Background: an optimization exercise with open tools, aiming at small area. Do not read the settings as production practice. The RTL was checked by simulation tests, not by an equivalence proof against the original design. Power and IR drop assume default switching activity.

the reference run:
Design wb_regfile, start of the top module:
module wb_regfile
#(
  parameter int DATA_W = DEF_DATA_W,
  parameter int ADDR_W = DEF_ADDR_W,
  parameter int PEND_W = DEF_PEND_W
) (
  input  logic              clk,
  input  logic              reset,
  input  logic              wb_en,
  input  logic [ADDR_W-1:0] wb_sel,
  input  logic [DATA_W-1:0] wb_data,
  input  logic              iss_en,
  input  logic [ADDR_W-1:0] iss_sel,
  input  logic [ADDR_W-1:0] rd_sel_a,
  input  logic [ADDR_W-1:0] rd_sel_b,
  output logic [DATA_W-1:0] rd_data_a,
  output logic [DATA_W-1:0] rd_data_b,
  output logic              hazard_a,
  output logic              hazard_b,
  output logic              pend_ovf
);
  localparam int NREG = 2**ADDR_W;
  logic [DATA_W-1:0] r_regs [1:NREG-1];
  logic [NREG-1:1]   w_we, w_we_n, w_up, w_dn, w_dec_a, w_dec_b, w_pend_nz;
  logic              w_same, w_iss_g, w_wb_g;
  assign w_same  = iss_en & wb_en & (iss_sel == wb_sel);
  assign w_iss_g = iss_en & ~w_same;
  assign w_wb_g  = wb_en  & ~w_same;
  logic [3:0] w_lwe_n, w_lup_n, w_ldn_n, w_la_n, w_lb_n;
  logic [7:0] w_hwb_n, w_hup_n, w_hdn_n, w_ha_n, w_hb_n;
  for (genvar j = 0; j < 4; j++) begin : g_lo
    assign w_lwe_n[j] = ~(~reset & wb_en & (wb_sel[1:0] == 2'(j)));
    assign w_lup_n[j] = ~(reset | (w_iss_g & (iss_sel[1:0] == 2'(j))));
    assign w_ldn_n[j] = ~(reset | (w_wb_g  & (wb_sel[1:0]  == 2'(j))));
    assign w_la_n[j]  = ~(rd_sel_a[1:0] == 2'(j));
    assign w_lb_n[j]  = ~(rd_sel_b[1:0] == 2'(j));
  end
  for (genvar k = 0; k < 8; k++) begin : g_hi
    assign w_hwb_n[k] = ~(wb_sel[4:2] == 3'(k));
    assign w_hup_n[k] = ~(reset | (iss_sel[4:2] == 3'(k)));
    assign w_hdn_n[k] = ~(reset | (wb_sel[4:2]  == 3'(k)));
    assign w_ha_n[k]  = ~(rd_sel_a[4:2] == 3'(k));
    assign w_hb_n[k]  = ~(rd_sel_b[4:2] == 3'(k));
  end
  ...
Size: about 1100 flip-flops, about 120 I/O pins, about 42000 um^2 of cells after synthesis.
clock: 6.0 ns
lec_check: 0
cap_margin: 10
core_margin: 2
core_utilization: 55
place_density: 0.75
slew_margin: 10
synth_hierarchical: 1
standard.sh (not shown) runs the stock make flow with config.mk's settings and CLKGATE_MAP_FILE= SYNTH_SCRIPT=/design/flow/synth_recipe.tcl, a recipe that flattens the netlist after the stock synthesis.
==> flow/flow/run.sh <==
#!/bin/bash
# Standard synthesis and layout, with two changes to how the layout is made:
# plain buf_1 port buffers (the resizer may still size them), and clock tree
# synthesis with clkbuf_4 buffers, sink clusters of 8 (at most 40 um across) and no dummy loads.
set -euo pipefail
export BUFFER_PORTS_ARGS="-buffer_cell sky130_fd_sc_hd__buf_1"
export CTS_ARGS="-sink_clustering_enable -repair_clock_nets -dont_use_dummy_load -buf_list sky130_fd_sc_hd__clkbuf_4 -sink_clustering_size 8 -sink_clustering_max_diameter 40"
bash standard.sh synth > synth.log 2>&1
bash standard.sh finish > layout.log 2>&1
The reference run closes out successfully: all stages finished, all timing, DRC and antenna checks passed.
Modified inputs, the trial run compared to the reference run
==> flow/flow/run.sh <==
#!/bin/bash
# Standard synthesis and layout, with two changes to how the layout is made:
# plain buf_1 port buffers (the resizer may still size them), and clock tree
# synthesis with clkbuf_4 buffers, sink clusters of 10 and no dummy loads.
set -euo pipefail
export BUFFER_PORTS_ARGS="-buffer_cell sky130_fd_sc_hd__buf_1"
export CTS_ARGS="-sink_clustering_enable -repair_clock_nets -dont_use_dummy_load -buf_list sky130_fd_sc_hd__clkbuf_4 -sink_clustering_size 10 -sink_clustering_max_diameter 50"
bash standard.sh synth > synth.log 2>&1
bash standard.sh finish > layout.log 2>&1
==> summary.txt <==
- The trial run vs. the reference run: cell area after layout down about 0.5%; sequential share of layout area up 0.24 points; post-detailed-routing wire length flat.
- As far as combined global-route utilization of all metal layers is concerned, the reference run and the trial run perform about the same.
- Looking at routed length per placed instance, the trial run sits above the reference run.
- Diff the reference run -> the trial run | share of layout cells above drive strength 1 | decrease of 0.77 points
- Power density over the cells went down by a few percent going from the reference run to the trial run.
- | post-route worst setup slack | the trial run vs the reference run | ≈ equal |
- Gate count of the mapped netlist: the trial run vs the reference run identical

## static timing again, ports no longer ideal
No port has a modelled driver above. Below, the same layouts with a new extraction and two added sets of constraints. Step 1 (the two cells are an assumption about what drives the block):
set clk [get_ports {clk}]
set_driving_cell -lib_cell sky130_fd_sc_hd__clkbuf_16 $clk
set_driving_cell -lib_cell sky130_fd_sc_hd__buf_2 [delete_from_list [all_inputs] $clk]
Step 2 moves the port delays by t, midway between the first and last clock arrival at a register: inputs arrive t later, outputs are due t later. That takes back most of the time a late clock gives input paths. Three values: ideal, step 1, step 2; two values: the first two.
run | shift t [ns] | slack for setup (ns) | hold WS [ns] | pins driven straight from the clock port
the reference run | 1.097 | 0.481 / 0.369 / 0.369 | 0.496 / 0.496 / 0.496 | 1
the trial run | 1.098 | 0.482 / 0.392 / 0.392 | 0.503 / 0.503 / 0.503 | 1
After both steps every run listed still meets setup and hold. For the reference run, which loses most, drivers alone change the setup slack by -0.112 ns; drivers and shift together by -0.112 ns.
